Context: an optimization exercise on an open-source flow, tuned for small area, a short achievable clock period and few clock cycles per item. The choices shown serve that exercise and are no tape-out recipe.
RTL that was checked went through simulation tests only; none was proved equivalent to the original.
The RTL of runs 4, 5 and 7 was laid out without a check of its function.
Power is estimated from default activity; no workload was simulated.

$ cat design/flow/run.sh
#!/bin/bash
# synth_recipe.tcl (not shown) runs the flow's synth.tcl, then flattens the netlist and writes it again
# the make line also repeats each setting of config.mk as NAME=value (left out here)
make -C /OpenROAD-flow-scripts/flow DESIGN_CONFIG=/design/flow/config.mk WORK_HOME=/design/flow/orfs CLKGATE_MAP_FILE= SYNTH_SCRIPT=/design/flow/synth_recipe.tcl finish
$ cat design/flow/config.mk
export PLATFORM = sky130hd
export DESIGN_NAME = ekf_frontend_top
export DESIGN_NICKNAME = ekf_frontend_top
export VERILOG_FILES = /design/flow/design.v
export SDC_FILE = /design/flow/constraint.sdc
export NUM_CORES = 4
export LEC_CHECK = 0
export CAP_MARGIN = 20
export CORE_MARGIN = 2
export CORE_UTILIZATION = 40
export SETUP_SLACK_MARGIN = 3.0
export SLEW_MARGIN = 20
$ cat design/flow/constraint.sdc
create_clock -name core_clock -period 5.5 [get_ports {clk}]
set_input_delay 1.1000 -clock core_clock [delete_from_list [all_inputs] [get_ports {clk}]]
set_output_delay 1.1000 -clock core_clock [all_outputs]
set_load 0.01 [all_outputs]
$ cat design/flow/design.v
`default_nettype none
package ekf_pkg;
  typedef enum logic [2:0] {
    STAGE_IDLE = 3'd0,
    STAGE_PRD  = 3'd1,
    STAGE_NEW  = 3'd2,
    STAGE_UPD  = 3'd3
  } stage_e;
  typedef logic signed [32-1:0] data_t;
  typedef logic [31:0] plb_addr_t;
  typedef logic [10-1:0] lm_idx_t;
endpackage
`default_nettype wire
`timescale 1ns/1ps
`default_nettype none
module ekf_frontend_top (
  input  wire                clk,
  input  wire                sys_rst,
  input  wire                ekf_pkg::stage_e i_stage_val,
  output logic               o_stage_rdy,
  input  wire                ekf_pkg::lm_idx_t i_l_k,
  input  wire                ekf_pkg::data_t i_rk,
  input  wire                ekf_pkg::data_t i_phi,
  output logic               o_plb_en,
  output logic               o_plb_we,
  output ekf_pkg::plb_addr_t o_plb_addr,
  output ekf_pkg::data_t     o_plb_din,
  input  wire                ekf_pkg::data_t i_plb_dout,
  output logic               o_init_predict,
  output logic               o_init_newlm,
  output logic               o_init_update,
  output ekf_pkg::data_t     o_xk,
  output ekf_pkg::data_t     o_yk,
  output ekf_pkg::data_t     o_xita,
  output ekf_pkg::data_t     o_lkx,
  output ekf_pkg::data_t     o_lky,
  input  wire                i_done_predict,
  input  wire                i_done_newlm,
  input  wire                i_done_update,
  input  wire                ekf_pkg::data_t i_result_0,
  input  wire                ekf_pkg::data_t i_result_1,
  input  wire                ekf_pkg::data_t i_result_2,
  input  wire                ekf_pkg::data_t i_result_3,
  input  wire                ekf_pkg::data_t i_result_4,
  input  wire                ekf_pkg::data_t i_result_5
);
  localparam logic [12:0] J = 13'd4096;
  localparam int C_AEN  = 0;    
  localparam int C_BW   = 1;    
  localparam int C_INV  = 2;    
  localparam int C_WR0  = 3;    
  localparam int C_WR1  = 4;    
  localparam int C_WR2  = 5;    
  localparam int C_M01  = 6;    
  localparam int C_M02  = 7;    
  localparam int C_MRK  = 8;    
  localparam int C_MPHI = 9;    
  localparam int C_M10  = 10;   
  localparam int C_M34  = 11;   
  localparam int C_M43  = 12;   
  localparam int C_LAST = 13;
  localparam int CW     = 14;
  logic          rdy_q;
  logic [1:0]    kind_q;
  logic [9:0]    k_q;
  logic [6:1]    ph_q;          
  logic          wait_q;        
  logic          wr_q;          
  logic [3:0]    n_q;           
  logic [CW-1:0] ctl_q;
  logic          en_q, we_q;
  logic [12:0]   addr_q;
  logic          ini_p_q, ini_n_q, ini_u_q;
  logic [31:0]   r0, r1, r2, r3, r4, wd;
  logic          acc, done_hit;
  logic [12:0]   lm;
  assign acc = rdy_q & ~i_stage_val[2] & (i_stage_val[1] | i_stage_val[0]);
  assign done_hit = wait_q & ((kind_q == 2'd1 & i_done_predict) |
                              (kind_q == 2'd2 & i_done_newlm) |
                              (kind_q == 2'd3 & i_done_update));
  assign lm = 13'd3 + {2'b00, k_q, 1'b0};
  function automatic logic [CW-1:0] ctl_of(input logic [1:0] kind, input logic [3:0] c);
    logic [CW-1:0] t;
    t = '0;
    case (kind)
      2'd1: case (c)
        4'd1: begin t[C_AEN] = 1; t[C_BW] = 1; t[C_M01] = 1; end             
        4'd2: begin t[C_AEN] = 1; t[C_M02] = 1; t[C_M34] = 1; t[C_M43] = 1; end  
        4'd3: begin t[C_AEN] = 1; t[C_M34] = 1; end                           
        4'd4: t[C_INV] = 1;                                                   
        default: t[C_LAST] = 1;
      endcase
      2'd2: case (c)
        4'd1: begin t[C_AEN] = 1; t[C_M01] = 1; t[C_M10] = 1; t[C_M34] = 1; end  
        4'd2: t[C_AEN] = 1;                                                   
        4'd3: t[C_WR0] = 1;                                                   
        4'd4: t[C_BW] = 1;                                                    
        4'd5: t[C_WR1] = 1;                                                   
        4'd6: t[C_BW] = 1;                                                    
        4'd7: t[C_WR2] = 1;                                                   
        default: t[C_LAST] = 1;
      endcase
      default: case (c)
        4'd1, 4'd3, 4'd5, 4'd7: begin t[C_BW] = 1; t[C_INV] = 1; end          
        4'd2: begin t[C_WR0] = 1; t[C_MRK] = 1; end                           
        4'd4: t[C_WR1] = 1;                                                   
        4'd6: t[C_WR2] = 1;                                                   
        4'd8: begin t[C_AEN] = 1; t[C_INV] = 1; t[C_MPHI] = 1; t[C_M34] = 1; end  
        4'd9: begin t[C_AEN] = 1; t[C_INV] = 1; end                           
        default: t[C_LAST] = 1;
      endcase
    endcase
    ctl_of = t;
  endfunction
  function automatic logic [12:0] addr_of(input logic [1:0] kind, input logic [3:0] c,
                                          input logic [12:0] lmw);
    logic [12:0] a;
    a = J;
    case (kind)
      2'd1: case (c)
        4'd1: a = J + 13'd1;
        4'd2: a = 13'd0;
        4'd3: a = 13'd1;
        4'd4: a = 13'd2;
        default: a = J;
      endcase
      2'd2: case (c)
        4'd1: a = J + 13'd2;
        4'd2: a = lmw;
        4'd3: a = lmw + 13'd1;
        4'd4: a = J;
        4'd5: a = J + 13'd3;
        4'd6: a = J + 13'd1;
        4'd7: a = J + 13'd5;
        default: a = J + 13'd4;
      endcase
      default: case (c)
        4'd1: a = J + 13'd4;
        4'd2: a = J;
        4'd3: a = J + 13'd7;
        4'd4: a = J + 13'd3;
        4'd5: a = J + 13'd2;
        4'd6: a = J + 13'd6;
        4'd7: a = J + 13'd5;
        4'd8: a = J + 13'd1;
        4'd9: a = J + 13'd8;
        default: a = J + 13'd9;
      endcase
    endcase
    addr_of = a;
  endfunction
  always_ff @(posedge clk) begin
    if (rdy_q) begin
      kind_q <= i_stage_val[1:0];
      k_q    <= i_l_k;
    end
  end
  always_ff @(posedge clk) begin
    if (rdy_q) begin
      addr_q <= 13'd0;
    end else if (wait_q) begin
      addr_q <= addr_of(kind_q, 4'd1, lm);
      ctl_q  <= ctl_of(kind_q, 4'd1);
      n_q    <= 4'd2;
    end else if (wr_q) begin
      addr_q <= addr_of(kind_q, n_q, lm);
      ctl_q  <= ctl_of(kind_q, n_q);
      n_q    <= n_q + 4'd1;
    end else begin
      case (1'b1)
        ph_q[1]: addr_q <= 13'd1;
        ph_q[2]: addr_q <= 13'd2;
        ph_q[3]: addr_q <= lm;
        ph_q[4]: addr_q <= lm + 13'd1;
        default: ;
      endcase
    end
  end
  always_ff @(posedge clk) begin
    if (sys_rst) begin
      rdy_q   <= 1'b1;
      ph_q    <= '0;
      wait_q  <= 1'b0;
      wr_q    <= 1'b0;
      en_q    <= 1'b0;
      we_q    <= 1'b0;
      ini_p_q <= 1'b0;
      ini_n_q <= 1'b0;
      ini_u_q <= 1'b0;
    end else begin
      ph_q    <= {ph_q[5:1], acc};
      ini_p_q <= ph_q[6] & (kind_q == 2'd1);
      ini_n_q <= ph_q[6] & (kind_q == 2'd2);
      ini_u_q <= ph_q[6] & (kind_q == 2'd3);
      if (acc) rdy_q <= 1'b0;
      if (acc | ph_q[1] | ph_q[2] | ph_q[3] | ph_q[4]) begin
        en_q <= 1'b1;
      end else if (!wr_q) begin
        en_q <= 1'b0;
      end
      if (ph_q[6]) begin
        wait_q <= 1'b1;
      end else if (done_hit) begin
        wait_q <= 1'b0;
      end
      if (done_hit) begin
        wr_q <= 1'b1;
        en_q <= 1'b1;
        we_q <= 1'b1;
      end else if (wr_q && ctl_q[C_LAST]) begin
        wr_q  <= 1'b0;
        en_q  <= 1'b0;
        we_q  <= 1'b0;
        rdy_q <= 1'b1;
      end
    end
  end
  logic [31:0] opa, opb, sum;
  logic        mv;
  assign mv  = wr_q;
  assign opa = {32{ctl_q[C_AEN]}} & r0;
  assign opb = (ctl_q[C_BW] ? wd : r3) ^ {32{ctl_q[C_INV]}};
  assign sum = opa + opb + {31'd0, ctl_q[C_INV]};
  always_ff @(posedge clk) begin
    if (ph_q[2]) r0 <= i_plb_dout;
    else if (wait_q && kind_q != 2'd1) r0 <= i_result_3;
    else if (mv && ctl_q[C_M01]) r0 <= r1;
    else if (mv && ctl_q[C_M02]) r0 <= r2;
    else if (mv && ctl_q[C_MRK]) r0 <= i_rk;
    else if (mv && ctl_q[C_MPHI]) r0 <= i_phi;
    if (ph_q[3]) r1 <= i_plb_dout;
    else if (wait_q && kind_q != 2'd1) r1 <= i_result_2;
    else if (mv && ctl_q[C_M10]) r1 <= r0;
    if (ph_q[4]) r2 <= i_plb_dout;
    else if (wait_q && kind_q == 2'd2) r2 <= i_result_1;
    else if (wait_q && kind_q == 2'd3) r2 <= i_result_5;
    if (ph_q[5]) r3 <= i_plb_dout;
    else if (wait_q && kind_q == 2'd1) r3 <= i_result_3;
    else if (wait_q && kind_q == 2'd3) r3 <= i_result_0;
    else if (mv && ctl_q[C_M34]) r3 <= r4;
    if (ph_q[6]) r4 <= i_plb_dout;
    else if (wait_q && kind_q != 2'd2) r4 <= i_result_1;
    else if (mv && ctl_q[C_M43]) r4 <= r3;
    if (wait_q) begin
      case (kind_q)
        2'd1:    wd <= i_result_2;
        2'd2:    wd <= i_result_0;
        default: wd <= i_result_4;
      endcase
    end else if (ctl_q[C_WR0]) wd <= r0;
    else if (ctl_q[C_WR1]) wd <= r1;
    else if (ctl_q[C_WR2]) wd <= r2;
    else wd <= sum;
  end
  assign o_stage_rdy    = rdy_q;
  assign o_plb_en       = en_q;
  assign o_plb_we       = we_q;
  assign o_plb_addr     = {17'd0, addr_q, 2'b00};
  assign o_plb_din      = wd;
  assign o_init_predict = ini_p_q;
  assign o_init_newlm   = ini_n_q;
  assign o_init_update  = ini_u_q;
  assign o_xk           = r0;
  assign o_yk           = r1;
  assign o_xita         = r2;
  assign o_lkx          = r3;
  assign o_lky          = r4;
endmodule
`default_nettype wire
==> metrics.cfg, run 1 <==
[outcome]
outcome=complete, no violations

[route]
wl_per_cell_um=27.2
drt_wl_total_um=89200
drc=0
drt-initial-drc-count=2001
first_pass_iters=5
via_count=19600
detail-route-antenna-nets=0
vias_per_cell=5.98

[critical_path]
worstPathMaxFanout=7
setup.worst_path.start=ctl_q[1]
reg2regPathDepth=14
ff2ff_setup_slack_ns=2.23
crit_path_start_kind=register
path_depth=14
cpMostUsedCell=buf_12
required_ns=5.94
crit_end=wd[16]
path_cells=buf_12 > buf_12 > mux2i_4 > xnor2_2 > ha_1 > a21oi_2 > o22ai_2 > or3_4 > o21ai_4 > nand2_2 > a31oi_1 > xor2_1 > o211ai_1 > a31o_1
end_kind=register
max_stage_delay_ns=0.44
r2r_start=ctl_q[1]
cp_data_arrival_time_ns=3.71
critPathKind=register to register
crit_family=compound AO/OA/AOI/OAI gates
reg2reg_to=wd[16]
crit_slowest_cell=edfxtp_1
critPathBufInv=2

[power]
swShare_pct=26.0
p_int_uw=4010
p_total_uw=5420
power.switching_uw=1410
power_density_nw_per_um2=201
pwr-share-comb_pct=15.8
seqPwrFrac_pct=40.0
peakVddDrop_mv=0.230
total_leakage_power_uw=0.0105
clkPwrFrac_pct=44.2

[sta]
maxSlewHeadroom_pct=27.7
period_minus_slack_ns=3.27
setup_tns_ns=0
worst_slew_pin_slew_ns=1.08
final-max-slew-violation-count=0
clock.fmax_mhz=306
hold_viol_final=0
finClkSkew_ns=0.00963
fin_crit_sh_pct=59.4
setup-violations-final=0
rsz0062_at_grt=yes
fin_ws_ns=2.23
fin_hold_ws_ns=0.478

[grt]
track_usage_pct=36.7
grt_pass1_vias=19000
grt_pass1_wl_um=127000
grt_start_max_net_pins=86
grt_overflow_total=0
antenna_found_initial=3

[synthesis]
synth.cell_area_um2=17800
seq_area_frac_synth_pct=39.7
synth_top_area_share_pct=31.9
synth_warnings=1
synth_top_area_cell=edfxtp_1
async_reset_ff_share_pct=0
synthCells=2075
avgSynthCellArea_um2=8.58
synth_top_flop_cell=edfxtp_1
synth_area_leaders=edfxtp_1 32%, dfxtp_1 7.9%, mux2i_1 7.5%
synth-edff-count=189
ys_seq_elements=259
synth_cell_type_count=79

[placed_design]
place_congestion=0.911
numPortBuffers=516
dp_hpwl_um=57900
postPlaceCellArea_um2=23400
place_ws_ns=1.88

[floorplanning]
fp-row-count=77
io_pins=536
die_x_um=215
dieHeight_um=215
core-area_um2=44100
start_util_pct=40.4
dieArea_um2=46200

[cts]
clockRootBuffer=clkbuf_16
hold_buffers=0
cts_tree=yes
cts.sink_count=259
cts_buffers=34
clk_pin_slew_ns=0.06
h-tree-depth=2
clock_latency_ns=0.56
clockBufferDepth=3

[min_path]
hp-class=register to register

[layout]
drive_gt1_share_pct=17.2
final_nets=3012
area_growth_pct=51.3
fin_area_um2=26900
final_cell_mix=317 x nand2_1, 305 x clkdlybuf4s50_1, 242 x o21ai_0, 193 x dlygate4sd2_1, 189 x edfxtp_1
fillers=3955
final_common_cell=nand2_1

[job]
max_cap_viol_count=0

-- state kept, by name, summed over array words and instances (netlist names), 4 cells and up, named ones only --
| name | cells |
|---|---|
| addr_q | 13 |
| ctl_q | 13 |
| k_q | 10 |
| n_q | 4 |
| ph_q | 6 |
| r0 | 32 |
| r1 | 32 |
| r2 | 32 |
| r3 | 32 |
| r4 | 32 |
| wd | 32 |
-- kinds of logic after synthesis --
family | after synthesis | synth area share, %
mux | 166 | 9.58
simple gates | 623 | 15.6
other cells | 1 | 0.0211
fa+ha+maj | 46 | 3.27
buf+inv | 209 | 4.83
flops | 259 | 39.7
xor+xnor | 82 | 4.24
compound gates | 689 | 22.7
-- cell type report --
cell class | count | area (um2) | area share (%)
inverters | 30 | 118 | 0.436
repair buffers | 706 | 6760 | 25.1
multi-input cells | 1629 | 11000 | 41.0
clock inverters | 16 | 153 | 0.566
flip-flops and latches | 259 | 7100 | 26.3
well taps | 592 | 741 | 2.75
clock buffers | 46 | 1030 | 3.83
diodes | 3 | 7.51 | 0.0279
-- synthesized netlist by cell type (all sizes together), types with 4 or more instances --
| master | number |
|---|---|
| and3 | 13 |
| o21ai | 277 |
| nor2 | 103 |
| a21o | 9 |
| a31oi | 7 |
| nor2b | 17 |
| xor2 | 26 |
| nor3b | 4 |
| o21bai | 4 |
| mux2 | 32 |
| ha | 45 |
| o22ai | 40 |
| xnor2 | 56 |
| nand2b | 9 |
| a221oi | 4 |
| buf | 48 |
| mux2i | 134 |
| a22oi | 41 |
| a211oi | 18 |
| nand2 | 331 |
| o31ai | 7 |
| or3 | 11 |
| clkbuf | 131 |
| nor3 | 21 |
| o211ai | 51 |
| dfxtp | 70 |
| nand3 | 51 |
| and2 | 40 |
| nor4 | 6 |
| o221ai | 10 |
| nand3b | 4 |
| inv | 29 |
| nand4 | 4 |
| a21oi | 184 |
| edfxtp | 189 |
-- metrics by stage --
step           instances  utilization [%]
2_1_floorplan       2093                -
3_3_place_gp        3048             53.1
3_5_place_dp        3048             53.1
4_1_cts             3255             59.5
5_1_grt             3278             61.1
6_report            3281             61.1
-- layer usage --
layer | GRT usage, % | wire length (um)
met1 | 47.0 | 35000
met2 | 61.0 | 42000
met3 | 7.54 | 8530
met4 | 14.3 | 3720
met5 | 0 | 11
-- power groups by stage --
stage / clock network [uW] / registers (uW) / logic [uW]
2_1_floorplan: 0 / 2200 / 308
5_1_grt: 2490 / 2170 / 895
3_5_place_dp: 0 / 2210 / 726
6_report: 2400 / 2170 / 855
3_3_place_gp: 0 / 2210 / 726
4_1_cts: 2410 / 2170 / 799
-- tightest hold or removal path: stages (launching register included) --
cell     delay [ns]
dfxtp_1        0.32
nand2_1        0.06
a21oi_1        0.05
-- how the worst min path moves through the flow --
stage | start | endpoint | depth (start not counted)
2_1_floorplan | addr_q[2] | addr_q[2] | 2
3_3_place_gp | addr_q[2] | addr_q[2] | 2
3_5_place_dp | addr_q[2] | addr_q[2] | 2
4_1_cts | addr_q[12] | addr_q[12] | 2
5_1_grt | addr_q[2] | addr_q[2] | 2
6_report | addr_q[2] | addr_q[2] | 2
-- timing repair --
item / CTS / global route
pin swaps: 55 / 56
cloned: 6 / 3
setup endpoints to repair: 538 / 206
buffers inserted: 139 / 19
gates resized for setup: 388 / 88
Testbench counts, summed over its fixed seeds: cycles 24,171, stages 1,200.
==> run 2, diff against run 1 <==
==> design/flow/flow/run.sh (new file) <==
#!/bin/bash
# Standard layout, with the smallest plain buffer on every port instead of
# the default port buffer.
set -euo pipefail
export BUFFER_PORTS_ARGS="-buffer_cell sky130_fd_sc_hd__buf_1"
bash standard.sh > standard.log 2>&1
==> design/flow/standard.sh (new file) <==
#!/bin/bash
# synth_recipe.tcl (not shown) runs the flow's synth.tcl, then flattens the netlist and writes it again
# the make line also repeats each setting of config.mk as NAME=value (left out here)
make -C /OpenROAD-flow-scripts/flow DESIGN_CONFIG=/design/flow/config.mk WORK_HOME=/design/flow/orfs CLKGATE_MAP_FILE= SYNTH_SCRIPT=/design/flow/synth_recipe.tcl "${@:-finish}"
removed: design/flow/run.sh
==> metrics.cfg, run 2 <==
[synthesis]
synth_top_area_share_pct=31.9
avgSynthCellArea_um2=8.58
synth_top_area_cell=edfxtp_1
synth.cell_area_um2=17800
synth_top_flop_cell=edfxtp_1
async_reset_ff_share_pct=0
seq_area_frac_synth_pct=39.7
yosysMostFrequentCell=nand2_1
synth_area_leaders=edfxtp_1 32%, dfxtp_1 7.9%, mux2i_1 7.5%
synth_warnings=1
synth-edff-count=189
synthCells=2075
ys_seq_elements=259
synth_commonest_cells=330 x nand2_1, 251 x o21ai_0, 189 x edfxtp_1
synth_cell_type_count=79

[placed_design]
place_congestion=0.918
numPortBuffers=516
postPlaceCellArea_um2=20200
dp_hpwl_um=53800

[critical_path]
reg2reg_to=wd[30]
path_cells=buf_6 > buf_12 > buf_16 > mux2i_1 > xnor2_1 > ha_1 > nor2b_4 > o311a_4 > o2111ai_2 > nand2_1 > a211oi_2 > xor2_1 > nand2_1 > a31o_1
end_kind=register
crit_slowest_cell=edfxtp_1
ff2ff_setup_slack_ns=2.18
crit_path_start_kind=register
worstPathMaxFanout=5
cp_data_arrival_time_ns=3.77
required_ns=5.95
r2r_start=ctl_q[1]
cpMostUsedCell=nand2_1
max_stage_delay_ns=0.52
reg2regPathDepth=14
critPathKind=register to register

[layout]
final_nets=2931
drive_gt1_share_pct=13.3
final_common_cell=buf_1
area_growth_pct=28.4
regArea_um2=7090
multi_input_area_um2=10900
fillers=4278
fin_area_um2=22900
final_cell_mix=516 x buf_1, 320 x nand2_1, 246 x o21ai_0, 189 x edfxtp_1, 161 x a21oi_1

[cts]
clockBufferDepth=3
cts.sink_count=259
cts_buffers=34
clockRootBuffer=clkbuf_16
clk_pin_slew_ns=0.06
cts_tree=yes
h-tree-depth=2
clock_latency_ns=0.57

[sta]
fin_crit_sh_pct=60.4
maxSlewHeadroom_pct=23.1
worst_slew_pin_slew_ns=1.15
setup-violations-final=0
period_minus_slack_ns=3.32
setup_tns_ns=0
finClkSkew_ns=0.0315
rsz0062_at_grt=yes
clock.fmax_mhz=301
hold_viol_final=0
final-max-slew-violation-count=0

[outcome]
outcome=complete, no violations

[grt]
track_usage_pct=34.1
grt_pass1_wl_um=119000
grt_pass1_vias=18000
grt_start_max_net_pins=86
grt_overflow_total=0
antenna_found_initial=8

[floorplanning]
die_x_um=215
core-area_um2=44100
dieArea_um2=46200
fp-row-count=77
start_util_pct=40.4
dieHeight_um=215
io_pins=536

[power]
total_leakage_power_uw=0.00819
peakVddDrop_mv=0.202
power_density_nw_per_um2=218

[route]
drt-initial-drc-count=2145
via_count=19400
drt_wl_total_um=84500
wl_per_cell_um=26.4
vias_per_cell=6.05
drc=0
first_pass_iters=6
detail-route-antenna-nets=0

[min_path]
hp-start=addr_q[12]
hold_end=addr_q[12]
hold_depth=2
hp-class=register to register

[job]
max_cap_viol_count=0

==> run 2: cell count changes in the layout (fill, tap and decap cells not counted), moves of 5 or more <==
| cell | delta |
|---|---|
| buf_1 | +516 |
| clkdlybuf4s50_1 | -305 |
| dlygate4sd2_1 | -193 |
| buf_4 | -65 |
| buf_6 | -16 |
| buf_2 | -7 |
| mux2i_1 | +7 |
| mux2i_4 | -7 |
| buf_12 | -6 |
| clkbuf_16 | -6 |
| clkbuf_1 | +5 |
| clkdlybuf4s15_1 | -5 |
| o21ai_1 | -5 |
==> run 2: worst max path at each step <==
stage | from | end
5_1_grt | ctl_q[1] | wd[27]
2_1_floorplan | ctl_q[1] | wd[12]
3_3_place_gp | ctl_q[1] | wd[16]
3_5_place_dp | ctl_q[1] | wd[24]
4_1_cts | ctl_q[1] | wd[30]
6_report | ctl_q[1] | wd[30]
==> run 2: per-layer routing <==
metal | track usage [%] | up-vias | part of all wire (%)
li1 | - | 8599 | -
met5 | 0 | - | 0.082
met3 | 6.37 | 222 | 10
met2 | 55.3 | 1229 | 46
met1 | 45.5 | 9295 | 40
met4 | 11.9 | 10 | 4.3
==> run 2: kinds of logic after synthesis <==
| logic type | Yosys count | synth area share [%] |
|---|---|---|
| compound gates | 689 | 22.7 |
| xor+xnor | 82 | 4.24 |
| fa+ha+maj | 46 | 3.27 |
| buf+inv | 209 | 4.83 |
| flops | 259 | 39.7 |
| mux | 166 | 9.58 |
| other cells | 1 | 0.0211 |
| simple gates | 623 | 15.6 |
==> run 2: worst max-delay path: cells and delay by family, from the launching register on <==
kind	cells	cell delay [ns]
flops	1	0.52
fa+ha+maj	1	0.35
compound gates	4	1.06
xor+xnor	2	0.28
simple gates	3	0.35
buf+inv	3	0.45
mux	1	0.17
==> run 2: what timing repair did <==
action                                  4_1_cts  5_1_grt
hold buffers                                  0        0
endpoints found under the setup margin      300      174
buffers inserted                             47       29
gates cloned                                  6        5
gates resized for setup                      92       71
pin swaps                                    55       46
==> run 2: stage by stage <==
step           cells  utilization (%)  power [uW]  hold WS, ns  setup WS (ns)
6_report        3201             51.8        4980        0.462           2.18
5_1_grt         3197             51.8        5110        0.515           2.03
4_1_cts         3163             50.4        4940        0.467           2.24
3_5_place_dp    3048             45.8        2770        0.450           1.94
3_3_place_gp    3048             45.8        2760        0.456           2.07
2_1_floorplan   2093                -        2510        0.476           2.56
==> run 2: cell type report <==
cell class / count / area share, %
clock buffer: 47 / 4.11
multi-input combinational: 1631 / 47.4
clock inverter: 15 / 0.416
sequential: 259 / 31.0
antenna: 4 / 0.0438
tap: 592 / 3.24
inverter: 30 / 0.492
timing repair buffer: 623 / 13.3
==> run 2: where the power goes <==
part           internal, uW  switching, uW
clock                  1200            944
sequential             2130           48.2
combinational           251            405
total                  3580           1400
==> run 3, diff against run 2 <==
--- a/design/flow/config.mk
+++ b/design/flow/config.mk
@@ -7,6 +7,7 @@
 export LEC_CHECK = 0
 export CAP_MARGIN = 20
 export CORE_MARGIN = 2
-export CORE_UTILIZATION = 40
-export SETUP_SLACK_MARGIN = 3.0
+export CORE_UTILIZATION = 45
+export CTS_BUF_LIST = sky130_fd_sc_hd__clkbuf_4 sky130_fd_sc_hd__clkbuf_8
+export SETUP_SLACK_MARGIN = 2.2
 export SLEW_MARGIN = 20
==> metrics.cfg, run 3 <==
[sta]
finClkSkew_ns=0.0346
final-max-slew-violation-count=0
setup-violations-final=0
maxSlewHeadroom_pct=27.5
period_minus_slack_ns=3.21
setup_tns_ns=0
hold_viol_final=0
rsz0062_at_grt=yes
worst_slew_pin_slew_ns=1.08
clock.fmax_mhz=312
fin_crit_sh_pct=58.3

[cts]
clockRootBuffer=clkbuf_8
cts.sink_count=259
clk_pin_slew_ns=0.06
cts_tree=yes
clock_latency_ns=0.67
h-tree-depth=2
clockBufferDepth=3
cts_buffers=48

[synthesis]
synth_warnings=1
yosysMostFrequentCell=nand2_1
async_reset_ff_share_pct=0
synth_top_area_share_pct=31.9
ys_seq_elements=259
synthCells=2075
synth.cell_area_um2=17800
avgSynthCellArea_um2=8.58
synth_cell_type_count=79
synth_top_area_cell=edfxtp_1
synth_top_flop_cell=edfxtp_1
synth_commonest_cells=330 x nand2_1, 251 x o21ai_0, 189 x edfxtp_1
synth_area_leaders=edfxtp_1 32%, dfxtp_1 7.9%, mux2i_1 7.5%
synth-edff-count=189
seq_area_frac_synth_pct=39.7

[min_path]
hp-class=register to register
hold_end=addr_q[1]
hold_depth=2
hp-start=addr_q[1]

[layout]
drive_gt1_share_pct=9.67
final_cells=3086
area_growth_pct=20.6
final_cell_mix=516 x buf_1, 323 x nand2_1, 250 x o21ai_0, 189 x edfxtp_1, 174 x a21oi_1
final_nets=2878
final_common_cell=buf_1
fillers=3717
fin_area_um2=21500

[route]
detail-route-antenna-nets=0
wl_per_cell_um=25.0
wl_met2_um=35100
drt-initial-drc-count=1729
via_count=18500
wl_met1_um=31700
drc=0
vias_per_cell=6.00
first_pass_iters=5
drt_wl_total_um=77000
top_layer_used=met5
dr_wl_met3_um=7630

[grt]
grt_pass1_vias=17600
antenna_found_initial=4
grt_overflow_total=0
track_usage_pct=35.8
grt_start_max_net_pins=86
grt_pass1_wl_um=111000

[critical_path]
reg2regPathDepth=14
worstPathMaxFanout=7
reg2reg_to=wd[30]
cpMostUsedCell=buf_12
critPathKind=register to register
ff2ff_setup_slack_ns=2.29
path_cells=buf_12 > buf_12 > mux2i_2 > xnor2_1 > ha_1 > a21oi_2 > o22ai_2 > or3_4 > o2111ai_4 > nand2_2 > a211oi_2 > xor2_1 > nand2_1 > a31o_1
end_kind=register
setup.worst_path.start=ctl_q[1]
r2r_start=ctl_q[1]
crit_path_start_kind=register
crit_slowest_cell=edfxtp_1
required_ns=6.03
cp_data_arrival_time_ns=3.74
max_stage_delay_ns=0.41

[placed_design]
place_inst=2973
dp_hpwl_um=51800
postPlaceCellArea_um2=20000
numPortBuffers=516
place_congestion=0.943

[floorplanning]
io_pins=536
fp-row-count=72
core-area_um2=38800
start_util_pct=45.9
dieArea_um2=41200
die_x_um=203
dieHeight_um=203

[power]
total_leakage_power_uw=0.00761
peakVddDrop_mv=0.163
power_density_nw_per_um2=214

[outcome]
outcome=complete, no violations

[job]
max_cap_viol_count=0

run 3: cell count changes in the layout (fill, tap and decap cells not counted), sizes merged, moves of 2 or more:
cell    delta
buf       -60
clkbuf    +16
clkinv    +10
bufbuf     -2
nand2      -2
run 3: area by class of cell:
class / instances / area (um2) / share of cell area, %
Multi-Input combinational cell: 1626 / 10300 / 48.1
Clock inverter: 26 / 131 / 0.612
Antenna cell: 3 / 7.51 / 0.0350
Tap cell: 518 / 648 / 3.02
Inverter: 30 / 113 / 0.525
Timing Repair Buffer: 561 / 2380 / 11.1
Sequential cell: 259 / 7090 / 33.0
Clock buffer: 63 / 773 / 3.60
run 3: power breakdown:
group	internal, uW	switching, uW	total [uW]
combinational	209	364	573
clock	926	934	1860
sequential	2130	44.8	2170
total	3260	1340	4600
run 3: metal layers:
metal  up-vias  track usage [%]
li1       8456                -
met5         -                0
met3       173             7.45
met1      8788             47.9
met4         2             12.5
met2      1102             57.5
run 3: worst max path at each step:
stage / end / slack (ns) / cells past startpoint
2_1_floorplan: wd[16] / 2.21 / 14
3_3_place_gp: wd[30] / 1.56 / 13
3_5_place_dp: wd[30] / 1.44 / 13
4_1_cts: wd[30] / 2.16 / 15
5_1_grt: wd[31] / 2.12 / 14
6_report: wd[30] / 2.29 / 14
run 3: kinds of logic after synthesis:
| group | synth area share [%] |
|---|---|
| flops | 39.7 |
| fa+ha+maj | 3.27 |
| xor+xnor | 4.24 |
| mux | 9.58 |
| compound gates | 22.7 |
| simple gates | 15.6 |
| buf+inv | 4.83 |
| other cells | 0.0211 |
run 3: stage by stage:
step	worst slack (ns)	utilization (%)	power, uW	hold slack (ns)
detailed placement	1.44	51.5	2760	0.445
finish	2.29	55.3	4600	0.460
global placement	1.56	51.5	2750	0.444
floorplan	2.21	-	2500	0.476
CTS	2.16	54.2	4590	0.460
global route	2.12	55.3	4750	0.487
run 3: critical path: cells and delay by family (launching register included):
| kind | cells | cell delay (ns) |
|---|---|---|
| DFF | 1 | 0.41 |
| muxes | 1 | 0.21 |
| and+or+nand+nor | 3 | 0.56 |
| AOI/OAI and AO/OA | 5 | 0.96 |
| adders and majority gates | 1 | 0.36 |
| buffers and inverters | 2 | 0.32 |
| xor gates and xnor gates | 2 | 0.27 |
run 3: what timing repair did:
item	CTS	global route
hold buffers	0	0
setup endpoints to repair	23	50
pin swaps	1	23
resized for setup	9	65
setup buffers	10	8
cloned	0	1
==> run 4, diff against run 3 <==
--- a/design/flow/design.v
+++ b/design/flow/design.v
@@ -189,16 +189,16 @@
       ini_u_q <= 1'b0;
     end else begin
       ph_q    <= {ph_q[5:1], acc};
-      ini_p_q <= ph_q[6] & (kind_q == 2'd1);
-      ini_n_q <= ph_q[6] & (kind_q == 2'd2);
-      ini_u_q <= ph_q[6] & (kind_q == 2'd3);
+      ini_p_q <= ph_q[5] & (kind_q == 2'd1);
+      ini_n_q <= ph_q[5] & (kind_q == 2'd2);
+      ini_u_q <= ph_q[5] & (kind_q == 2'd3);
       if (acc) rdy_q <= 1'b0;
       if (acc | ph_q[1] | ph_q[2] | ph_q[3] | ph_q[4]) begin
         en_q <= 1'b1;
       end else if (!wr_q) begin
         en_q <= 1'b0;
       end
-      if (ph_q[6]) begin
+      if (ph_q[5]) begin
         wait_q <= 1'b1;
       end else if (done_hit) begin
         wait_q <= 1'b0;
@@ -264,6 +264,6 @@
   assign o_yk           = r1;
   assign o_xita         = r2;
   assign o_lkx          = r3;
-  assign o_lky          = r4;
+  assign o_lky          = i_plb_dout;
 endmodule
 `default_nettype wire
==> metrics.cfg, run 4 <==
[critical_path]
required_ns=6.04
critPathKind=register to register
crit_path_start_kind=register
end_kind=register
cp_data_arrival_time_ns=3.86
worstPathMaxFanout=7

[layout]
fillers=3835
final_common_cell=buf_1
final_cells=3067
final_nets=2850
area_growth_pct=20.2
fin_area_um2=21600
final_cell_mix=516 x buf_1, 320 x nand2_1, 252 x o21ai_0, 189 x edfxtp_1, 151 x a21oi_1
drive_gt1_share_pct=9.89

[sta]
fin_ws_ns=2.18
finClkSkew_ns=0.0344
final-max-slew-violation-count=0
period_minus_slack_ns=3.32
worst_slew_pin_slew_ns=1.12
fin_crit_sh_pct=60.4
setup-violations-final=0
hold_viol_final=0
maxSlewHeadroom_pct=25.6
clock.fmax_mhz=301
setup_tns_ns=0
rsz0062_at_grt=yes

[placed_design]
place_congestion=0.906
place_inst=2942
place_ws_ns=1.32
dp_hpwl_um=51300
postPlaceCellArea_um2=19900
numPortBuffers=516

[route]
wl_per_cell_um=24.9
drt_wl_total_um=76400
via_count=18500
detail-route-antenna-nets=0
drt-initial-drc-count=1981
drc=0
vias_per_cell=6.03
first_pass_iters=6

[job]
max_cap_viol_count=0

[grt]
grt_start_max_net_pins=81
grt_overflow_total=0
grt_pass1_wl_um=110000
track_usage_pct=35.4
antenna_found_initial=2
grt_pass1_vias=17700

[synthesis]
synth_top_area_cell=edfxtp_1
synth-edff-count=189
yosysMostFrequentCell=nand2_1
synth_warnings=1
seq_area_frac_synth_pct=39.4
synth_area_leaders=edfxtp_1 32%, dfxtp_1 7.8%, mux2i_1 7.6%
synth_top_area_share_pct=31.6
synth.cell_area_um2=18000
async_reset_ff_share_pct=0
ys_seq_elements=259
synthCells=2069
synth_cell_type_count=78
synth_top_flop_cell=edfxtp_1
avgSynthCellArea_um2=8.68
synth_commonest_cells=326 x nand2_1, 261 x o21ai_0, 189 x edfxtp_1

[floorplanning]
start_util_pct=45.4
core-area_um2=39500
io_pins=536
dieArea_um2=41500
dieHeight_um=204
fp-row-count=73
die_x_um=204

[power]
peakVddDrop_mv=0.165
total_leakage_power_uw=0.00781
power_density_nw_per_um2=231

[cts]
clock_latency_ns=0.64
cts.sink_count=259
clockBufferDepth=3
h-tree-depth=2
clockRootBuffer=clkbuf_8
cts_buffers=49
cts_tree=yes
clk_pin_slew_ns=0.06

[min_path]
hp-class=register to register

[outcome]
outcome=complete, no violations

run 4: stage by stage:
stage | power, uW | utilization (%) | hold slack [ns]
2_1_floorplan | 2540 | - | 0.476
3_5_place_dp | 2790 | 50.2 | 0.458
3_3_place_gp | 2790 | 50.2 | 0.465
6_report | 4980 | 54.6 | 0.473
5_1_grt | 5120 | 54.5 | 0.513
4_1_cts | 4970 | 53.7 | 0.472
run 4: cells by family after synthesis:
group / count (synthesis) / share of synthesized area [%]
AND/OR/NAND/NOR: 589 / 14.3
XOR/XNOR: 84 / 4.14
adder cells (fa/ha/maj): 46 / 3.25
buffers and inverters: 245 / 6.35
AO/OA/AOI/OAI: 674 / 22.7
multiplexers: 171 / 9.83
flip-flops: 259 / 39.4
other: 1 / 0.0209
run 4: area by class of cell:
cell class,count,area (um2),share of cell area (%)
Inverter,33,126,0.586
Antenna cell,3,7.51,0.0348
Multi-Input combinational cell,1585,10200,47.1
Clock buffer,85,1050,4.87
Clock inverter,7,85.1,0.394
Timing Repair Buffer,570,2410,11.2
Sequential cell,259,7090,32.9
Tap cell,525,657,3.04
run 4: timing repair:
| action | CTS | global route |
|---|---|---|
| setup endpoints to repair | 151 | 69 |
| pin swaps | 11 | 35 |
| hold buffers | 0 | 0 |
| gates cloned | 1 | 1 |
| setup buffers | 15 | 13 |
| resized for setup | 17 | 50 |
run 4: worst max-delay path: stages (launching register included):
cell and delay [ns]:
edfxtp_1 0.41, buf_12 0.16, buf_12 0.14, buf_12 0.14, mux2i_4 0.18, xnor2_1 0.14, ha_1 0.28, a211oi_2 0.22
o211ai_1 0.12, a221o_1 0.39, a21oi_2 0.14, a21boi_4 0.20, buf_12 0.14, o311ai_4 0.10, o31ai_4 0.21, xnor2_1 0.11
o31ai_2 0.17
run 4: worst paths after layout:
path	from	end	slack [ns]	depth (start not counted)
setup / recovery	ctl_q[1]	wd[31]	2.18	16
hold / removal	addr_q[12]	addr_q[12]	0.47	2
setup reg to reg	ctl_q[1]	wd[31]	2.18	16
hold reg to reg	addr_q[12]	addr_q[12]	0.47	2
run 4: power breakdown:
group | switching (uW) | total [uW] | internal (uW) | leakage [uW]
clock network | 903 | 2190 | 1290 | 0.000601
logic | 391 | 612 | 222 | 0.00489
registers | 43.4 | 2170 | 2130 | 0.00232
run 4: routing by layer:
layer,track usage [%],vias to the layer above,share of wire [%]
met5,0,-,0
met4,14.1,0,3.9
met3,7.29,184,11
met2,58.6,1159,47
met1,45.2,8805,39
li1,-,8343,-
==> run 5, diff against run 4 <==
--- a/design/flow/design.v
+++ b/design/flow/design.v
@@ -62,7 +62,6 @@
   localparam int CW     = 14;
   logic          rdy_q;
   logic [1:0]    kind_q;
-  logic [9:0]    k_q;
   logic [6:1]    ph_q;          
   logic          wait_q;        
   logic          wr_q;          
@@ -78,7 +77,7 @@
   assign done_hit = wait_q & ((kind_q == 2'd1 & i_done_predict) |
                               (kind_q == 2'd2 & i_done_newlm) |
                               (kind_q == 2'd3 & i_done_update));
-  assign lm = 13'd3 + {2'b00, k_q, 1'b0};
+  assign lm = 13'd3 + {2'b00, i_l_k, 1'b0};
   function automatic logic [CW-1:0] ctl_of(input logic [1:0] kind, input logic [3:0] c);
     logic [CW-1:0] t;
     t = '0;
@@ -152,7 +151,6 @@
   always_ff @(posedge clk) begin
     if (rdy_q) begin
       kind_q <= i_stage_val[1:0];
-      k_q    <= i_l_k;
     end
   end
   always_ff @(posedge clk) begin
--- a/design/flow/config.mk
+++ b/design/flow/config.mk
@@ -7,7 +7,9 @@
 export LEC_CHECK = 0
 export CAP_MARGIN = 20
 export CORE_MARGIN = 2
-export CORE_UTILIZATION = 45
+export CORE_UTILIZATION = 50
 export CTS_BUF_LIST = sky130_fd_sc_hd__clkbuf_4 sky130_fd_sc_hd__clkbuf_8
+export CTS_CLUSTER_DIAMETER = 60
+export CTS_CLUSTER_SIZE = 24
 export SETUP_SLACK_MARGIN = 2.2
 export SLEW_MARGIN = 20
==> metrics.cfg, run 5 <==
[layout]
area_growth_pct=18.4
final_common_cell=buf_1
multi_input_area_um2=10400
final_cell_mix=515 x buf_1, 306 x nand2_1, 260 x o21ai_0, 179 x edfxtp_1, 140 x a21oi_1
final_nets=2846
regArea_um2=6790
fillers=3288
drive_gt1_share_pct=10.1

[floorplanning]
dieArea_um2=37100
start_util_pct=50.4
io_pins=536
fp-row-count=69
die_x_um=193
core-area_um2=35300
dieHeight_um=193

[critical_path]
reg2regPathDepth=15
r2r_start=ctl_q[1]
worstPathMaxFanout=9
required_ns=6.02
setup.worst_path.start=ctl_q[1]
end_kind=register
critPathKind=register to register
crit_path_start_kind=register
cp_data_arrival_time_ns=3.95

[synthesis]
synth-edff-count=179
seq_area_frac_synth_pct=38.1
synth_commonest_cells=313 x nand2_1, 266 x o21ai_0, 179 x edfxtp_1
synth_warnings=1
synthCells=2068
synth_top_area_share_pct=30.2
synth_top_area_cell=edfxtp_1
async_reset_ff_share_pct=0
synth_cell_type_count=77
synth_area_leaders=edfxtp_1 30%, dfxtp_1 7.9%, mux2i_1 7.6%
yosysMostFrequentCell=nand2_1
ys_seq_elements=249
avgSynthCellArea_um2=8.60
synth_top_flop_cell=edfxtp_1
synth.cell_area_um2=17800

[sta]
clock.fmax_mhz=292
setup-violations-final=0
rsz0062_at_grt=yes
fin_crit_sh_pct=62.2
worst_slew_pin_slew_ns=1.08
final-max-slew-violation-count=0
finClkSkew_ns=0.0285
period_minus_slack_ns=3.42
setup_tns_ns=0
hold_viol_final=0
fin_ws_ns=2.08
maxSlewHeadroom_pct=27.8

[cts]
clockBufferDepth=3
clock_latency_ns=0.63
clk_pin_slew_ns=0.10
cts_tree=yes
h-tree-depth=1
clockRootBuffer=clkbuf_8
cts_buffers=25
cts.sink_count=249

[power]
peakVddDrop_mv=0.141
power_density_nw_per_um2=193
total_leakage_power_uw=0.00762

[grt]
grt_start_max_net_pins=77
grt_overflow_total=0
antenna_found_initial=5
track_usage_pct=38.8
grt_pass1_wl_um=108000
grt_pass1_vias=17100

[outcome]
outcome=complete, no violations

[route]
vias_per_cell=6.25
first_pass_iters=5
drt_wl_total_um=75600
drt-initial-drc-count=1948
drc=0
wl_per_cell_um=25.4
detail-route-antenna-nets=0
via_count=18600

[placed_design]
place_congestion=0.911
numPortBuffers=516
dp_hpwl_um=51100
place_ws_ns=1.45

[min_path]
hp-class=register to register
hp-start=addr_q[11]
hold_depth=2

[job]
max_cap_viol_count=0

[run 5: changes by cell type after synthesis, moves of 12 or more]
cell,delta
a21oi_1,-15
a221o_1,+23
a22oi_1,-31
a31oi_1,+13
and3_1,+12
buf_1,+14
nand2_1,-13
nor2_1,-19
xnor2_1,-12
[run 5: final timing paths]
path | end | slack [ns]
worst max register to register | wd[28] | 2.08
worst max-delay path | wd[28] | 2.08
worst min-delay path | addr_q[11] | 0.47
worst min register to register | addr_q[11] | 0.47
[run 5: final cells by class]
class | instances | share of cell area [%]
diodes | 4 | 0.0475
clock buffers | 29 | 1.78
clock inverters | 17 | 0.915
inverters | 33 | 0.594
multi-input cells | 1591 | 49.2
flip-flops and latches | 249 | 32.2
well taps | 461 | 2.74
repair buffers | 594 | 12.5
[run 5: logic make-up (layout without fill, tap and decap cells)]
kind of cell	after synthesis	count (layout)	synth area share [%]
flops	249	249	38.1
fa+ha+maj	46	46	3.28
buf+inv	246	673	6.32
other cells	1	23	0.0211
mux	169	169	9.76
simple gates	595	595	15.1
xor+xnor	72	72	3.65
compound gates	690	690	23.8
[run 5: critical path: stages (launching register included)]
cell	delay, ns
edfxtp_1	0.44
buf_4	0.17
buf_12	0.15
buf_4	0.15
mux2i_4	0.19
xnor2_2	0.14
ha_2	0.36
a211oi_2	0.08
nor2_2	0.19
a31oi_4	0.12
and3b_2	0.26
buf_4	0.15
o31ai_4	0.23
nand3_2	0.13
or4_1	0.41
a31oi_1	0.15
[run 5: metal layers]
metal / GRT usage (%) / share of wire (%) / vias to the layer above
met1: 52.1 / 40 / 8862
met4: 14.8 / 3.9 / 0
met2: 63.3 / 46 / 1153
met5: 0 / 0 / -
met3: 5.86 / 10 / 172
li1: - / - / 8421
[run 5: repair_timing]
action                                 CTS  global route
setup buffers                           26            19
endpoints found under the hold margin    0             0
setup endpoints to repair               66            40
hold buffers                             0             0
pin swaps                               11            17
gates cloned                             0             1
resized for setup                       39            44
[run 5: per-stage QoR]
stage               hold slack [ns]  util, %  instances  area, um2  power, uW
global placement              0.449     55.7       2882      19700       2690
detailed placement            0.448     55.7       2882      19700       2690
floorplan                     0.476        -       2086      17900       2440
finish                        0.468     59.6       2978      21100       4070
global route                  0.479     59.6       2978      21100       4190
CTS                           0.466     58.5       2954      20700       4050
[run 5: power by group]
group	switching [uW]	total, uW	internal, uW
clock	797	1380	584
combinational	390	618	228
sequential	36.4	2070	2040
==> run 6, diff against run 5 <==
--- a/design/flow/design.v
+++ b/design/flow/design.v
@@ -154,16 +154,14 @@
     end
   end
   always_ff @(posedge clk) begin
+    ctl_q <= ctl_of(kind_q, wr_q ? n_q : 4'd1);
+    n_q   <= wr_q ? n_q + 4'd1 : 4'd2;
     if (rdy_q) begin
       addr_q <= 13'd0;
     end else if (wait_q) begin
       addr_q <= addr_of(kind_q, 4'd1, lm);
-      ctl_q  <= ctl_of(kind_q, 4'd1);
-      n_q    <= 4'd2;
     end else if (wr_q) begin
       addr_q <= addr_of(kind_q, n_q, lm);
-      ctl_q  <= ctl_of(kind_q, n_q);
-      n_q    <= n_q + 4'd1;
     end else begin
       case (1'b1)
         ph_q[1]: addr_q <= 13'd1;
--- a/design/flow/config.mk
+++ b/design/flow/config.mk
@@ -9,7 +9,5 @@
 export CORE_MARGIN = 2
 export CORE_UTILIZATION = 50
 export CTS_BUF_LIST = sky130_fd_sc_hd__clkbuf_4 sky130_fd_sc_hd__clkbuf_8
-export CTS_CLUSTER_DIAMETER = 60
-export CTS_CLUSTER_SIZE = 24
 export SETUP_SLACK_MARGIN = 2.2
 export SLEW_MARGIN = 20
==> metrics.cfg, run 6 <==
[grt]
track_usage_pct=37.7
grt_pass1_vias=16900
grt_pass1_wl_um=102000
antenna_found_initial=0
grt_overflow_total=0
grt_start_max_net_pins=70

[power]
total_leakage_power_uw=0.00757
clkPwrFrac_pct=30.3
swShare_pct=35.7
seqPwrFrac_pct=34.5
power_density_nw_per_um2=320
pwr-share-comb_pct=35.3
p_total_uw=6610
peakVddDrop_mv=0.184
p_int_uw=4250
power.switching_uw=2360

[cts]
cts_buffers=46
cts_tree=yes
clockRootBuffer=clkbuf_8
cts.sink_count=241
clk_pin_slew_ns=0.06
h-tree-depth=2
clock_latency_ns=0.66
clockBufferDepth=3

[critical_path]
path_cells=buf_6 > buf_12 > mux2i_2 > xnor2_1 > ha_1 > a21o_1 > a21o_1 > a21oi_2 > o21ai_2 > a41oi_4 > o21ai_1 > a21oi_2 > mux2i_1 > nor3_1
crit_family=compound AO/OA/AOI/OAI gates
crit_path_start_kind=register
critPathKind=register to register
crit_slowest_cell=dfxtp_4
required_ns=6.01
critPathBufInv=2
end_kind=register
cp_data_arrival_time_ns=3.74
max_stage_delay_ns=0.41
worstPathMaxFanout=6

[route]
first_pass_iters=6
drt-initial-drc-count=1547
vias_per_cell=6.08
via_count=18100
drt_wl_total_um=71300
wl_per_cell_um=23.9
drc=0
detail-route-antenna-nets=0

[floorplanning]
die_x_um=190
io_pins=536
fp-row-count=68
dieArea_um2=36200
start_util_pct=50.5
core-area_um2=34400
dieHeight_um=190

[layout]
final_nets=2841
area_growth_pct=18.9
final_common_cell=buf_1
final_cell_mix=516 x buf_1, 309 x nand2_1, 243 x o21ai_0, 180 x a21oi_1, 162 x edfxtp_1
multi_input_area_um2=10100
regArea_um2=6470
drive_gt1_share_pct=9.07
fillers=3305

[synthesis]
seq_area_frac_synth_pct=37.2
avgSynthCellArea_um2=8.35
synth_area_leaders=edfxtp_1 28%, dfxtp_1 9.1%, mux2i_1 7.7%
ys_seq_elements=241
synth_top_area_cell=edfxtp_1
async_reset_ff_share_pct=0
synth-edff-count=162
synth_top_flop_cell=edfxtp_1
yosysMostFrequentCell=nand2_1
synth_warnings=1
synth_cell_type_count=75
synth.cell_area_um2=17300
synth_top_area_share_pct=28.0
synth_commonest_cells=314 x nand2_1, 250 x o21ai_0, 185 x a21oi_1
synthCells=2078

[sta]
final-max-slew-violation-count=0
hold_viol_final=0
worst_slew_pin_slew_ns=1.14
period_minus_slack_ns=3.23
setup_tns_ns=0
fin_crit_sh_pct=58.7
rsz0062_at_grt=yes
maxSlewHeadroom_pct=23.7
setup-violations-final=0
clock.fmax_mhz=310
fin_hold_ws_ns=0.500
finClkSkew_ns=0.0588

[placed_design]
numPortBuffers=516
place_congestion=0.898
dp_hpwl_um=49000

[job]
max_cap_viol_count=0

[min_path]
hp-class=register to register

[outcome]
outcome=complete, no violations

==> run 6: cell types whose count changed after synthesis, moves of 16 or more <==
| cell | delta |
|---|---|
| a22oi_1 | +21 |
| a21oi_1 | +41 |
| o21ai_0 | -16 |
| a221o_1 | -22 |
| edfxtp_1 | -17 |
| nor2_1 | +23 |
| clkbuf_1 | +17 |
==> run 6: stage by stage <==
| step | cell area, um2 | setup slack (ns) | util [%] | std cells |
|---|---|---|---|---|
| 5_1_grt | 20600 | 2.15 | 60.0 | 2981 |
| 4_1_cts | 20300 | 2.21 | 59.1 | 2971 |
| 2_1_floorplan | 17400 | 2.21 | - | 2096 |
| 3_3_place_gp | 19200 | 1.66 | 55.8 | 2877 |
| 3_5_place_dp | 19200 | 1.56 | 55.8 | 2877 |
| 6_report | 20600 | 2.27 | 60.0 | 2982 |
==> run 6: kinds of logic after synthesis <==
| group | Yosys count | synth area share, % |
|---|---|---|
| fa+ha+maj | 46 | 3.36 |
| other cells | 1 | 0.0216 |
| compound gates | 683 | 23.5 |
| xor+xnor | 79 | 3.99 |
| flops | 241 | 37.2 |
| buf+inv | 251 | 6.58 |
| mux | 161 | 9.53 |
| simple gates | 616 | 15.9 |
==> run 6: worst reg2reg max path: cells and delay by family (launching register included) <==
kind | cells | cell delay, ns
simple gates | 1 | 0.07
buf+inv | 2 | 0.31
mux | 2 | 0.47
fa+ha+maj | 1 | 0.37
xor+xnor | 1 | 0.09
flops | 1 | 0.41
compound gates | 7 | 1.38
==> run 6: area by class of cell <==
type | instances | share of cell area, %
tap | 455 | 2.76
clock inverter | 15 | 0.825
sequential | 241 | 31.4
inverter | 37 | 0.692
timing repair buffer | 559 | 11.3
clock buffer | 70 | 4.16
antenna | 1 | 0.0121
multi-input combinational | 1604 | 48.9
==> run 6: path summary, 6_finish.rpt <==
path         slack [ns]  cells past startpoint   endpoint  startpoint
max reg2reg        2.27                     14     wd[25]    ctl_q[1]
min                0.50                      2  addr_q[6]   addr_q[6]
min reg2reg        0.50                      2  addr_q[6]   addr_q[6]
max                2.27                     14     wd[25]    ctl_q[1]
==> run 6: power by group through the flow <==
| stage | Clock (uW) | Sequential [uW] | Combinational, uW |
|---|---|---|---|
| finish | 2000 | 2280 | 2330 |
| global placement | 0 | 2330 | 2070 |
| detailed placement | 0 | 2330 | 2100 |
| global route | 2080 | 2290 | 2550 |
| floorplan | 0 | 2280 | 1490 |
| CTS | 2010 | 2280 | 2160 |
==> run 6: per-layer routing <==
layer	up-vias	global-route usage (%)	part of all wire, %
met1	8536	48.1	39
met4	0	13.8	3.7
met5	-	0	0
met2	1128	64.4	48
met3	154	6.09	9.2
li1	8322	-	-
==> run 6: timing repair <==
item	4_1_cts	5_1_grt
gates resized for setup	11	43
endpoints found under the setup margin	56	22
pin swaps	6	19
hold buffers	0	0
gates cloned	0	1
buffers inserted	9	9
Testbench counts of run 6, summed over its fixed seeds: cycles 22,971, stages 1,200.
==> run 7, diff against run 6 <==
--- a/design/flow/design.v
+++ b/design/flow/design.v
@@ -58,10 +58,12 @@
   localparam int C_M10  = 10;   
   localparam int C_M34  = 11;   
   localparam int C_M43  = 12;   
-  localparam int C_LAST = 13;
-  localparam int CW     = 14;
+  localparam int C_M32  = 13;   
+  localparam int C_LAST = 14;
+  localparam int CW     = 15;
   logic          rdy_q;
   logic [1:0]    kind_q;
+  logic [9:0]    k_q;
   logic [6:1]    ph_q;          
   logic          wait_q;        
   logic          wr_q;          
@@ -70,14 +72,14 @@
   logic          en_q, we_q;
   logic [12:0]   addr_q;
   logic          ini_p_q, ini_n_q, ini_u_q;
+  logic          wt_p_q, wt_n_q, wt_u_q;   
   logic [31:0]   r0, r1, r2, r3, r4, wd;
   logic          acc, done_hit;
   logic [12:0]   lm;
   assign acc = rdy_q & ~i_stage_val[2] & (i_stage_val[1] | i_stage_val[0]);
-  assign done_hit = wait_q & ((kind_q == 2'd1 & i_done_predict) |
-                              (kind_q == 2'd2 & i_done_newlm) |
-                              (kind_q == 2'd3 & i_done_update));
-  assign lm = 13'd3 + {2'b00, i_l_k, 1'b0};
+  assign done_hit = (wt_p_q & i_done_predict) | (wt_n_q & i_done_newlm) |
+                    (wt_u_q & i_done_update);
+  assign lm = 13'd3 + {2'b00, k_q, 1'b0};
   function automatic logic [CW-1:0] ctl_of(input logic [1:0] kind, input logic [3:0] c);
     logic [CW-1:0] t;
     t = '0;
@@ -93,19 +95,18 @@
         4'd1: begin t[C_AEN] = 1; t[C_M01] = 1; t[C_M10] = 1; t[C_M34] = 1; end  
         4'd2: t[C_AEN] = 1;                                                   
         4'd3: t[C_WR0] = 1;                                                   
-        4'd4: t[C_BW] = 1;                                                    
-        4'd5: t[C_WR1] = 1;                                                   
-        4'd6: t[C_BW] = 1;                                                    
-        4'd7: t[C_WR2] = 1;                                                   
+        4'd4: t[C_WR1] = 1;                                                   
+        4'd5: t[C_BW] = 1;                                                    
+        4'd6: t[C_WR2] = 1;                                                   
         default: t[C_LAST] = 1;
       endcase
       default: case (c)
-        4'd1, 4'd3, 4'd5, 4'd7: begin t[C_BW] = 1; t[C_INV] = 1; end          
+        4'd1, 4'd3, 4'd5: begin t[C_BW] = 1; t[C_INV] = 1; end                
         4'd2: begin t[C_WR0] = 1; t[C_MRK] = 1; end                           
         4'd4: t[C_WR1] = 1;                                                   
-        4'd6: t[C_WR2] = 1;                                                   
-        4'd8: begin t[C_AEN] = 1; t[C_INV] = 1; t[C_MPHI] = 1; t[C_M34] = 1; end  
-        4'd9: begin t[C_AEN] = 1; t[C_INV] = 1; end                           
+        4'd6: begin t[C_INV] = 1; t[C_M34] = 1; end                           
+        4'd7: begin t[C_AEN] = 1; t[C_INV] = 1; t[C_MPHI] = 1; t[C_M32] = 1; end  
+        4'd8: begin t[C_AEN] = 1; t[C_INV] = 1; end                           
         default: t[C_LAST] = 1;
       endcase
     endcase
@@ -117,6 +118,7 @@
     a = J;
     case (kind)
       2'd1: case (c)
+        4'd0: a = J + 13'd1;
         4'd1: a = J + 13'd1;
         4'd2: a = 13'd0;
         4'd3: a = 13'd1;
@@ -124,25 +126,25 @@
         default: a = J;
       endcase
       2'd2: case (c)
+        4'd0: a = J;
         4'd1: a = J + 13'd2;
         4'd2: a = lmw;
         4'd3: a = lmw + 13'd1;
-        4'd4: a = J;
-        4'd5: a = J + 13'd3;
-        4'd6: a = J + 13'd1;
-        4'd7: a = J + 13'd5;
+        4'd4: a = J + 13'd3;
+        4'd5: a = J + 13'd1;
+        4'd6: a = J + 13'd5;
         default: a = J + 13'd4;
       endcase
       default: case (c)
+        4'd0: a = J + 13'd2;
         4'd1: a = J + 13'd4;
         4'd2: a = J;
         4'd3: a = J + 13'd7;
         4'd4: a = J + 13'd3;
-        4'd5: a = J + 13'd2;
-        4'd6: a = J + 13'd6;
-        4'd7: a = J + 13'd5;
-        4'd8: a = J + 13'd1;
-        4'd9: a = J + 13'd8;
+        4'd5: a = J + 13'd5;
+        4'd6: a = J + 13'd1;
+        4'd7: a = J + 13'd6;
+        4'd8: a = J + 13'd8;
         default: a = J + 13'd9;
       endcase
     endcase
@@ -151,17 +153,20 @@
   always_ff @(posedge clk) begin
     if (rdy_q) begin
       kind_q <= i_stage_val[1:0];
+      k_q    <= i_l_k;
     end
   end
   always_ff @(posedge clk) begin
-    ctl_q <= ctl_of(kind_q, wr_q ? n_q : 4'd1);
-    n_q   <= wr_q ? n_q + 4'd1 : 4'd2;
     if (rdy_q) begin
       addr_q <= 13'd0;
     end else if (wait_q) begin
-      addr_q <= addr_of(kind_q, 4'd1, lm);
+      addr_q <= addr_of(kind_q, done_hit ? 4'd1 : 4'd0, lm);
+      ctl_q  <= ctl_of(kind_q, 4'd1);
+      n_q    <= 4'd2;
     end else if (wr_q) begin
       addr_q <= addr_of(kind_q, n_q, lm);
+      ctl_q  <= ctl_of(kind_q, n_q);
+      n_q    <= n_q + 4'd1;
     end else begin
       case (1'b1)
         ph_q[1]: addr_q <= 13'd1;
@@ -183,6 +188,9 @@
       ini_p_q <= 1'b0;
       ini_n_q <= 1'b0;
       ini_u_q <= 1'b0;
+      wt_p_q  <= 1'b0;
+      wt_n_q  <= 1'b0;
+      wt_u_q  <= 1'b0;
     end else begin
       ph_q    <= {ph_q[5:1], acc};
       ini_p_q <= ph_q[5] & (kind_q == 2'd1);
@@ -196,8 +204,14 @@
       end
       if (ph_q[5]) begin
         wait_q <= 1'b1;
+        wt_p_q <= (kind_q == 2'd1);
+        wt_n_q <= (kind_q == 2'd2);
+        wt_u_q <= (kind_q == 2'd3);
       end else if (done_hit) begin
         wait_q <= 1'b0;
+        wt_p_q <= 1'b0;
+        wt_n_q <= 1'b0;
+        wt_u_q <= 1'b0;
       end
       if (done_hit) begin
         wr_q <= 1'b1;
@@ -225,17 +239,19 @@
     else if (mv && ctl_q[C_MRK]) r0 <= i_rk;
     else if (mv && ctl_q[C_MPHI]) r0 <= i_phi;
     if (ph_q[3]) r1 <= i_plb_dout;
-    else if (wait_q && kind_q != 2'd1) r1 <= i_result_2;
+    else if (wait_q && kind_q == 2'd2) r1 <= i_result_2;
+    else if (wait_q && kind_q == 2'd3) r1 <= i_result_5;
     else if (mv && ctl_q[C_M10]) r1 <= r0;
     if (ph_q[4]) r2 <= i_plb_dout;
-    else if (wait_q && kind_q == 2'd2) r2 <= i_result_1;
-    else if (wait_q && kind_q == 2'd3) r2 <= i_result_5;
+    else if (wait_q && kind_q != 2'd1) r2 <= i_result_1;
     if (ph_q[5]) r3 <= i_plb_dout;
     else if (wait_q && kind_q == 2'd1) r3 <= i_result_3;
-    else if (wait_q && kind_q == 2'd3) r3 <= i_result_0;
+    else if (wait_q && kind_q == 2'd3) r3 <= i_result_2;
     else if (mv && ctl_q[C_M34]) r3 <= r4;
+    else if (mv && ctl_q[C_M32]) r3 <= r2;
     if (ph_q[6]) r4 <= i_plb_dout;
-    else if (wait_q && kind_q != 2'd2) r4 <= i_result_1;
+    else if (wait_q && kind_q == 2'd1) r4 <= i_result_1;
+    else if (wait_q && kind_q == 2'd3) r4 <= i_result_0;
     else if (mv && ctl_q[C_M43]) r4 <= r3;
     if (wait_q) begin
       case (kind_q)
@@ -249,10 +265,10 @@
     else wd <= sum;
   end
   assign o_stage_rdy    = rdy_q;
-  assign o_plb_en       = en_q;
-  assign o_plb_we       = we_q;
+  assign o_plb_en       = en_q | done_hit;
+  assign o_plb_we       = we_q | done_hit;
   assign o_plb_addr     = {17'd0, addr_q, 2'b00};
-  assign o_plb_din      = wd;
+  assign o_plb_din      = wait_q ? i_result_2 : wd;
   assign o_init_predict = ini_p_q;
   assign o_init_newlm   = ini_n_q;
   assign o_init_update  = ini_u_q;
--- a/design/flow/config.mk
+++ b/design/flow/config.mk
@@ -7,7 +7,6 @@
 export LEC_CHECK = 0
 export CAP_MARGIN = 20
 export CORE_MARGIN = 2
-export CORE_UTILIZATION = 50
-export CTS_BUF_LIST = sky130_fd_sc_hd__clkbuf_4 sky130_fd_sc_hd__clkbuf_8
-export SETUP_SLACK_MARGIN = 2.2
+export CORE_UTILIZATION = 40
+export SETUP_SLACK_MARGIN = 3.0
 export SLEW_MARGIN = 20
==> metrics.cfg, run 7 <==
[outcome]
outcome=complete, no violations

[route]
wl_per_cell_um=27.9
drt_wl_total_um=96100
vias_per_cell=6.28
first_pass_iters=8
drc=0
detail-route-antenna-nets=0
via_count=21600
drt-initial-drc-count=2507

[floorplanning]
dieArea_um2=49600
io_pins=536
die_x_um=223
fp-row-count=80
core-area_um2=47400
dieHeight_um=223
start_util_pct=40.4

[grt]
grt_overflow_total=0
track_usage_pct=35.9
grt_pass1_vias=20200
antenna_found_initial=2
use_met2_pct=56.9
top_usage_layer=met2
grt_pass1_wl_um=133000
met1_usage_pct=47.1
grt_start_max_net_pins=73
use_met3_pct=8.11

[placed_design]
place_ws_ns=1.32
place_inst=3255
numPortBuffers=516
dp_hpwl_um=57900
place_congestion=0.928

[critical_path]
critPathKind=register to register
max_stage_delay_ns=0.44
worstPathMaxFanout=3
ff2ff_setup_slack_ns=1.90
setup.worst_path.start=ctl_q[1]
cp_data_arrival_time_ns=4.04
critPathBufInv=2
path_cells=buf_6 > buf_6 > mux2i_4 > xnor2_2 > ha_1 > nand4_1 > mux2i_2 > a31oi_2 > or3b_4 > a21oi_4 > a211o_1 > a21boi_2 > o2111a_1 > a211o_1 > a31o_1
end_kind=register
r2r_start=ctl_q[1]
crit_family=compound AO/OA/AOI/OAI gates
crit_slowest_cell=or3b_4
required_ns=5.94
reg2reg_to=wd[27]
crit_path_start_kind=register
reg2regPathDepth=15

[min_path]
hp-start=addr_q[8]
hold_end=addr_q[8]
hp-class=register to register
hold_depth=2

[synthesis]
yosysMostFrequentCell=a21oi_1
synth_warnings=1
synth_top_flop_cell=edfxtp_1
ys_seq_elements=263
avgSynthCellArea_um2=8.22
synth_area_leaders=edfxtp_1 30%, a21oi_1 7.9%, dfxtp_1 7.6%
synth_cell_type_count=69
async_reset_ff_share_pct=0
synth.cell_area_um2=19100
seq_area_frac_synth_pct=37.4
synth-edff-count=190
synth_commonest_cells=303 x a21oi_1, 299 x nand2_1, 190 x edfxtp_1
synth_top_area_cell=edfxtp_1
synthCells=2328
synth_top_area_share_pct=29.8

[sta]
fin_ws_ns=1.90
finClkSkew_ns=0.0235
final-max-slew-violation-count=0
setup-violations-final=0
rsz0062_at_grt=yes
hold_viol_final=0
setup_tns_ns=0
period_minus_slack_ns=3.60
clock.fmax_mhz=278
fin_hold_ws_ns=0.537
worst_slew_pin_slew_ns=1.19
maxSlewHeadroom_pct=20.8
fin_crit_sh_pct=65.4

[layout]
drive_gt1_share_pct=17.4
antenna_cells=0
final_cells=3441
final_common_cell=buf_1
area_growth_pct=30.0
fin_util_pct=52.5
final_nets=3152
final_cell_mix=415 x buf_1, 295 x a21oi_1, 292 x nand2_1, 190 x edfxtp_1, 156 x o21ai_0
fillers=4597

[cts]
h-tree-depth=2
clockBufferDepth=3
cts.sink_count=263
cts_buffers=34
clock_latency_ns=0.56
cts_tree=yes
hold_buffers=0
clk_pin_slew_ns=0.06
clockRootBuffer=clkbuf_16

[job]
max_cap_viol_count=0

[power]
total_leakage_power_uw=0.00921
peakVddDrop_mv=0.250
power_density_nw_per_um2=216

-- run 7: cell types whose count changed after synthesis, moves of 34 or more --
cell / before / now
a211oi_1: 13 / 78
clkbuf_1: 145 / 181
mux2_2: 25 / 66
o21ai_0: 250 / 172
a311oi_1: 1 / 35
nand3_1: 48 / 114
nor2_1: 109 / 150
a21oi_1: 185 / 303
mux2i_1: 134 / 34
-- run 7: stage by stage --
stage,total power (uW),cell area (um2)
after global placement,2930,21200
final,5380,24900
after detailed placement,2930,21200
after global routing,5520,24900
after CTS,5300,24000
after floorplan,2650,19500
-- run 7: what timing repair did --
item / in CTS / in global routing
endpoints found under the hold margin: 0 / 0
resized for setup: 207 / 158
endpoints found under the setup margin: 390 / 230
pin swaps: 58 / 47
setup buffers: 82 / 26
gates cloned: 13 / 4
-- run 7: cells by family after synthesis --
group / Yosys count / share of synthesized area (%)
flops: 263 / 37.4
mux: 101 / 5.78
xor+xnor: 85 / 3.89
fa+ha+maj: 45 / 2.98
compound gates: 825 / 26.6
other cells: 1 / 0.0196
buf+inv: 312 / 7.15
simple gates: 696 / 16.2
-- run 7: report_power, final --
part | total [uW] | leakage [uW] | internal (uW) | switching, uW
Clock | 2320 | 0.000559 | 1390 | 929
Sequential | 2220 | 0.00234 | 2170 | 54.0
Combinational | 840 | 0.00631 | 334 | 506
-- run 7: area by class of cell --
class,count,area [um2],share of cell area (%)
Clock buffer,47,982,3.95
Clock inverter,14,151,0.608
Inverter,56,214,0.859
Multi-Input combinational cell,1779,11500,46.3
Sequential cell,263,7190,28.9
Tap cell,615,769,3.09
Timing Repair Buffer,666,4070,16.3
Timing Repair inverter,1,5.00,0.0201
-- run 7: routing by layer --
metal	vias up	part of all wire, %
li1	9433	-
met1	10300	39
met2	1560	45
met3	290	11
met4	2	4.8
met5	-	0.011
-- run 7: worst max-delay path by stage --
stage             end  slack, ns  depth (start not counted)
6_report       wd[27]       1.90                         15
5_1_grt        wd[27]       1.77                         15
4_1_cts        wd[27]       2.03                         15
3_5_place_dp   wd[31]       1.32                         13
3_3_place_gp   wd[31]       1.43                         13
2_1_floorplan  wd[27]       2.23                         16
-- run 7: worst register-to-register path, cell delays in order (launching register included) --
cell and delay [ns]:
edfxtp_1 0.41, buf_6 0.15, buf_6 0.12, mux2i_4 0.19
xnor2_2 0.17, ha_1 0.34, nand4_1 0.14, mux2i_2 0.23
a31oi_2 0.16, or3b_4 0.44, a21oi_4 0.20, a211o_1 0.20
a21boi_2 0.09, o2111a_1 0.24, a211o_1 0.22, a31o_1 0.20

port drivers added, routing unchanged:
The flow's constraints put no driver on any port. The routed layouts listed below were extracted and timed again, unchanged, in two steps.
Step 1: set_driving_cell puts a clkbuf_16 on clk and a buf_2 on each other input, an assumption about the parent block.
Step 2, shift: input delay + t, output delay - t, t = (earliest + latest rising clock arrival at the registers) / 2. This alone moves slack from input paths to output paths.
Three values: ideal ports, drivers, drivers and shift; two values: the first two.
run	t (ns)	setup WS [ns]
run 1	0.611	2.235 / 2.235 / 2.235
run 2	0.612	2.175 / 2.175 / 2.175
run 3	0.704	2.295 / 2.295 / 2.295
run 4	0.678	2.176 / 2.176 / 2.176
run 5	0.663	2.079 / 2.079 / 1.759
run 6	0.679	2.272 / 2.272 / 1.793
run 7	0.603	1.901 / 1.901 / 1.901
After both steps setup and hold are still met in every run listed.
